What follows belongs to an exercise in optimizing a design on an open flow for small area, a short achievable clock period and few clock cycles; a production flow would make more cautious choices. In this exercise RTL edits were held to simulation tests only and were not proved equivalent to the original. Power and IR drop assume default switching activity.

==> flow/design.v <==
package mul_accel_pkg;
  typedef logic [31:0] word_t;
  typedef logic [31:0] addr_t;
  typedef logic [15:0] operand_t;
  typedef logic [3:0]  shift_t;
  typedef enum logic [2:0] {IDLE, RD_A, WT_A, RD_B, WT_B, FEED, DRAIN, WR_C} stream_state_e;
  localparam addr_t CsrShift  = 32'd0;
  localparam addr_t CsrCommit = 32'd1;
  localparam addr_t CsrCount  = 32'd2;
  localparam addr_t CsrBaseA  = 32'd0;
  localparam addr_t CsrBaseB  = 32'd1;
  localparam addr_t CsrBaseC  = 32'd2;
  localparam addr_t CsrLength = 32'd3;
  localparam addr_t CsrStart  = 32'd4;
  localparam addr_t CsrStatus = 32'd5;
endpackage
module mul_accel_top #(
  parameter int unsigned StreamerCsrNum = 6
) (
  input  logic  clk_i,
  input  logic  rst_n_i,
  input  mul_accel_pkg::addr_t csr_req_addr_i,
  input  mul_accel_pkg::word_t csr_req_data_i,
  input  logic  csr_req_write_i,
  input  logic  csr_req_valid_i,
  output logic  csr_req_ready_o,
  output mul_accel_pkg::word_t csr_rsp_data_o,
  output logic  csr_rsp_valid_o,
  input  logic  csr_rsp_ready_i,
  output mul_accel_pkg::addr_t tcdm_addr_o,
  output mul_accel_pkg::word_t tcdm_wdata_o,
  output logic  tcdm_write_o,
  output logic  tcdm_req_o,
  input  logic  tcdm_gnt_i,
  input  mul_accel_pkg::word_t tcdm_rdata_i,
  input  logic  tcdm_rvalid_i
);
  logic [31:0] base_a_q, base_b_q, base_c_q, len_q, count_q;
  logic [3:0]  shift_q, cshift_q;
  logic        rsp_valid_q;
  logic [6:0]  rsel_q;
  logic        st_a_q, st_b_q, st_c_q, st_t_q;
  logic        first_q, last_q;
  logic [31:0] idx_q;
  logic [31:0] addr_q;
  logic        ga_q, gb_q, s1_q, s2_q, cv_q;
  logic [15:0] a_q;
  logic [31:0] c_q;
  logic busy;
  assign busy = st_a_q | st_b_q | st_c_q | st_t_q;
  logic       req_fire, wr, hi_zero;
  logic [3:0] a4;
  logic       start;
  assign req_fire = csr_req_valid_i & ~rsp_valid_q;
  assign wr       = req_fire & csr_req_write_i;
  assign hi_zero  = csr_req_addr_i[31:4] == '0;
  assign a4       = csr_req_addr_i[3:0];
  assign start    = wr & hi_zero & (a4 == 4'd4) & ~busy & (len_q != '0);
  logic [6:0] rsel_d;
  logic       rd;
  assign rd = ~csr_req_write_i & hi_zero;
  assign rsel_d = {rd & (a4 == 4'd5) & busy, rd & (a4 == 4'd6), rd & (a4 == 4'd8),
                   rd & (a4 == 4'd3), rd & (a4 == 4'd2), rd & (a4 == 4'd1), rd & (a4 == 4'd0)};
  always_ff @(posedge clk_i or negedge rst_n_i) begin
    if (!rst_n_i) begin
      rsp_valid_q <= 1'b0;
    end else if (req_fire) begin
      rsp_valid_q <= 1'b1;
    end else if (csr_rsp_ready_i) begin
      rsp_valid_q <= 1'b0;
    end
  end
  always_ff @(posedge clk_i or negedge rst_n_i) begin
    if (!rst_n_i) begin
      cpend_q <= 1'b0;
    end else if (req_fire) begin
      cpend_q <= rsel_d[4];
    end else if (csr_rsp_ready_i) begin
      cpend_q <= 1'b0;
    end
  end
  always_ff @(posedge clk_i) begin
    if (req_fire) rsel_q <= rsel_d;
  end
  assign csr_rsp_data_o = ({32{rsel_q[0]}} & base_a_q) | ({32{rsel_q[1]}} & base_b_q) |
                          ({32{rsel_q[2]}} & base_c_q) | ({32{rsel_q[3]}} & len_q) |
                          ({32{rsel_q[4]}} & count_q) | ({32{rsel_q[5]}} & {28'd0, shift_q}) |
                          {31'd0, rsel_q[6]};
  assign csr_req_ready_o = ~rsp_valid_q;
  assign csr_rsp_valid_o = rsp_valid_q;
  always_ff @(posedge clk_i or negedge rst_n_i) begin
    if (!rst_n_i) begin
      base_a_q <= '0;
      base_b_q <= '0;
      base_c_q <= '0;
      len_q    <= '0;
      shift_q  <= '0;
      cshift_q <= '0;
    end else begin
      if (wr && hi_zero && !busy) begin
        if (a4 == 4'd0) base_a_q <= csr_req_data_i;
        if (a4 == 4'd1) base_b_q <= csr_req_data_i;
        if (a4 == 4'd2) base_c_q <= csr_req_data_i;
        if (a4 == 4'd3) len_q    <= csr_req_data_i;
        if (a4 == 4'd7) cshift_q <= shift_q;
      end
      if (wr && hi_zero && a4 == 4'd6) shift_q <= csr_req_data_i[3:0];
    end
  end
  logic gnt_a, gnt_b, gnt_c, adv_c, done;
  assign gnt_a = st_a_q & tcdm_gnt_i;
  assign gnt_b = st_b_q & tcdm_gnt_i;
  assign gnt_c = req_c & tcdm_gnt_i;
  assign adv_c = st_c_q & (first_q | gnt_c);
  assign done  = st_t_q & gnt_c;
  logic cnt_pend, cnt_hold, creq_q, dfr_q, req_c, cpend_q;
  assign cnt_pend = cpend_q;
  assign cnt_hold = cnt_pend | dfr_q;
  assign req_c    = (st_c_q | st_t_q) & cv_q & (creq_q | ~cnt_hold);
  always_ff @(posedge clk_i or negedge rst_n_i) begin
    if (!rst_n_i) begin
      count_q <= '0;
      creq_q  <= 1'b0;
      dfr_q   <= 1'b0;
    end else begin
      creq_q <= req_c & ~tcdm_gnt_i;
      if (!cnt_pend && (gnt_c || dfr_q)) begin
        count_q <= count_q + 32'd1;
        dfr_q   <= 1'b0;
      end else if (gnt_c) begin
        dfr_q   <= 1'b1;
      end
    end
  end
  function automatic logic sum_eq(input logic [31:0] x, input logic [31:0] y, input logic [31:0] k);
    logic ok;
    logic c;
    ok = 1'b1;
    c  = 1'b0;
    for (int i = 0; i < 32; i++) begin
      ok = ok & ((x[i] ^ y[i] ^ k[i]) == c);
      c  = (x[i] & y[i]) | ((x[i] ^ y[i]) & ~k[i]);
    end
    sum_eq = ok;
  endfunction
  logic [31:0] nbase;
  logic        ncin;
  logic [32:0] nsum;
  always_comb begin
    if (st_a_q) begin
      nbase = base_b_q;  ncin = 1'b1;
    end else if (st_b_q || (st_c_q && last_q)) begin
      nbase = base_c_q;  ncin = 1'b0;
    end else begin
      nbase = base_a_q;  ncin = 1'b1;
    end
  end
  assign nsum = {nbase, ncin} + {idx_q, 1'b1};
  always_ff @(posedge clk_i or negedge rst_n_i) begin
    if (!rst_n_i) begin
      st_a_q  <= 1'b0;
      st_b_q  <= 1'b0;
      st_c_q  <= 1'b0;
      st_t_q  <= 1'b0;
      first_q <= 1'b0;
      last_q  <= 1'b0;
      idx_q   <= '1;
      ga_q    <= 1'b0;
      gb_q    <= 1'b0;
      s1_q    <= 1'b0;
      s2_q    <= 1'b0;
      cv_q    <= 1'b0;
    end else begin
      ga_q <= gnt_a;
      gb_q <= gnt_b;
      if (start) begin
        st_a_q  <= 1'b1;
        first_q <= 1'b1;
      end
      if (gnt_a) begin
        st_a_q <= 1'b0;
        st_b_q <= 1'b1;
      end
      if (gnt_b) begin
        st_b_q <= 1'b0;
        st_c_q <= 1'b1;
        idx_q  <= idx_q + 32'd1;
        last_q <= sum_eq(idx_q, 32'd2, len_q);
      end
      if (adv_c) begin
        st_c_q  <= 1'b0;
        first_q <= 1'b0;
        if (last_q) st_t_q <= 1'b1;
        else        st_a_q <= 1'b1;
      end
      if (done) begin
        st_t_q <= 1'b0;
        idx_q  <= '1;
      end
      if (gb_q) s1_q <= 1'b1;
      else if (!cv_q) s1_q <= 1'b0;
      s2_q <= s1_q & ~cv_q;
      if (s2_q) cv_q <= 1'b1;
      else if (gnt_c) cv_q <= 1'b0;
    end
  end
  always_ff @(posedge clk_i) begin
    if (start | gnt_a | gnt_b | adv_c) addr_q <= nsum[32:1];
  end
  assign tcdm_req_o   = st_a_q | st_b_q | req_c;
  assign tcdm_write_o = st_c_q | st_t_q;
  assign tcdm_addr_o  = addr_q;
  logic        s1_fire;
  logic [7:0]  bhi_q;
  logic [3:0]  one_q, two_q, neg_q;
  logic        top_q;
  logic [7:0]  nbyte;
  logic [15:0] addend;
  logic [23:0] msum;
  assign s1_fire = s1_q & ~cv_q;
  assign nbyte   = gb_q ? tcdm_rdata_i[7:0] : bhi_q;
  assign addend  = s2_q ? c_q[31:16] : 16'd0;
  always_comb begin
    logic [23:0] acc;
    logic [16:0] sel;
    logic [23:0] row;
    acc = {8'd0, addend};
    for (int i = 0; i < 4; i++) begin
      sel = ({17{one_q[i]}} & {1'b0, a_q}) | ({17{two_q[i]}} & {a_q, 1'b0});
      row = {{7{neg_q[i]}}, sel ^ {17{neg_q[i]}}};
      acc = acc + (row << (2 * i)) + (24'(neg_q[i]) << (2 * i));
    end
    acc = acc + ({8'd0, {16{top_q}} & a_q} << 8);
    msum = acc;
  end
  always_ff @(posedge clk_i) begin
    if (ga_q) a_q <= tcdm_rdata_i[15:0];
    if (gb_q) bhi_q <= tcdm_rdata_i[15:8];
    if (gb_q | s1_fire) begin
      for (int i = 0; i < 4; i++) begin
        logic lo;
        lo = (i == 0) ? 1'b0 : nbyte[2*i-1];
        neg_q[i] <= nbyte[2*i+1];
        one_q[i] <= nbyte[2*i] ^ lo;
        two_q[i] <= (nbyte[2*i+1] & ~nbyte[2*i] & ~lo) | (~nbyte[2*i+1] & nbyte[2*i] & lo);
      end
      top_q <= nbyte[7];
    end
    if (s1_fire | s2_q) c_q[31:8] <= msum;
    if (s2_q) c_q[7:0] <= c_q[15:8];
  end
  assign tcdm_wdata_o = c_q >> cshift_q;
endmodule
export LEC_CHECK = 0
export CAP_MARGIN = 20
export CORE_MARGIN = 8
export CORE_UTILIZATION = 40
export CTS_BUF_LIST = sky130_fd_sc_hd__clkbuf_16
export CTS_CLUSTER_DIAMETER = 100
export CTS_CLUSTER_SIZE = 20
export PLACE_DENSITY = 0.6
export SETUP_SLACK_MARGIN = 3.6
export SLEW_MARGIN = 20
create_clock -name core_clock -period 8.0 [get_ports {clk_i}]
standard.sh (not shown) runs the stock make flow with config.mk's settings and CLKGATE_MAP_FILE= SYNTH_SCRIPT=/design/flow/synth_recipe.tcl, a recipe that flattens the netlist after the stock synthesis.
==> flow/flow/run.sh <==
#!/bin/bash
set -euo pipefail
bash standard.sh "BUFFER_PORTS_ARGS=-buffer_cell sky130_fd_sc_hd__buf_1" finish > flow_make.log 2>&1
The baseline passed the timing, design-rule and antenna checks.
Testbench counts at the start, summed over its fixed seeds: cycles 11,462.
==> next run, changes <==
CORE_UTILIZATION = 60   (was 40)
PLACE_DENSITY = 0.75   (was 0.6)
SETUP_SLACK_MARGIN = 3.8   (was 3.6)
What happened:
- worst setup slack gains 0.017 ns
- power came out higher slightly
- via count is higher by a few percent
- worst hold slack stays flat
- combinational power rose slightly
==> next run, changes <==
CORE_UTILIZATION = 40   (was 60)
PLACE_DENSITY = 0.6   (was 0.75)
The new run produced a clean layout.
Clock skew stays flat.
Core utilization went down by 21 points.
Clock-buffer cell count increases by 4.
==> next run, changes <==
SETUP_SLACK_MARGIN = 4   (was 3.8)
Setup slack gets worse by 0.035 ns. Count of clock-buffer cells in the layout shrinks by 2. Via count falls slightly. Design area rose slightly. Clock skew is higher by 0.021 ns. Wire length went up by a few percent. Total power barely changes. Synthesized cell count does not change. Hold slack hardly moves. Sequential power hardly moves. Non-clock buffer count does not change.

==> what the ideal ports hide <==
How much do the figures lean on ideal ports? The routed layouts below were timed once more, with nothing changed but the port constraints.
Step 1, drivers: a clkbuf_16 drives clk_i and a buf_2 each remaining input, both assumed.
Step 2, shift: input delay + t, output delay - t, t = (earliest + latest rising clock arrival at the registers) / 2. This alone moves slack from input paths to output paths.
Slacks: no drivers / after step 1 / after step 2; pairs: no drivers / after step 1.
| run | t (ns) | setup WS [ns] | worst setup path after step 2 | latest minus earliest clock arrival (ns) |
|---|---|---|---|---|
| the first run | 0.596 | 3.631 / 3.631 / 3.631 | register to register | 0.021 / 0.022 |
| the second run | 0.589 | 3.648 / 3.648 / 3.648 | register to register | 0.037 / 0.038 |
| the third run | 0.603 | 3.714 / 3.714 / 3.714 | register to register | 0.031 / 0.031 |
| the fourth run | 0.601 | 3.679 / 3.679 / 3.679 | register to register | 0.045 / 0.045 |
After both steps every run listed still meets setup and hold.
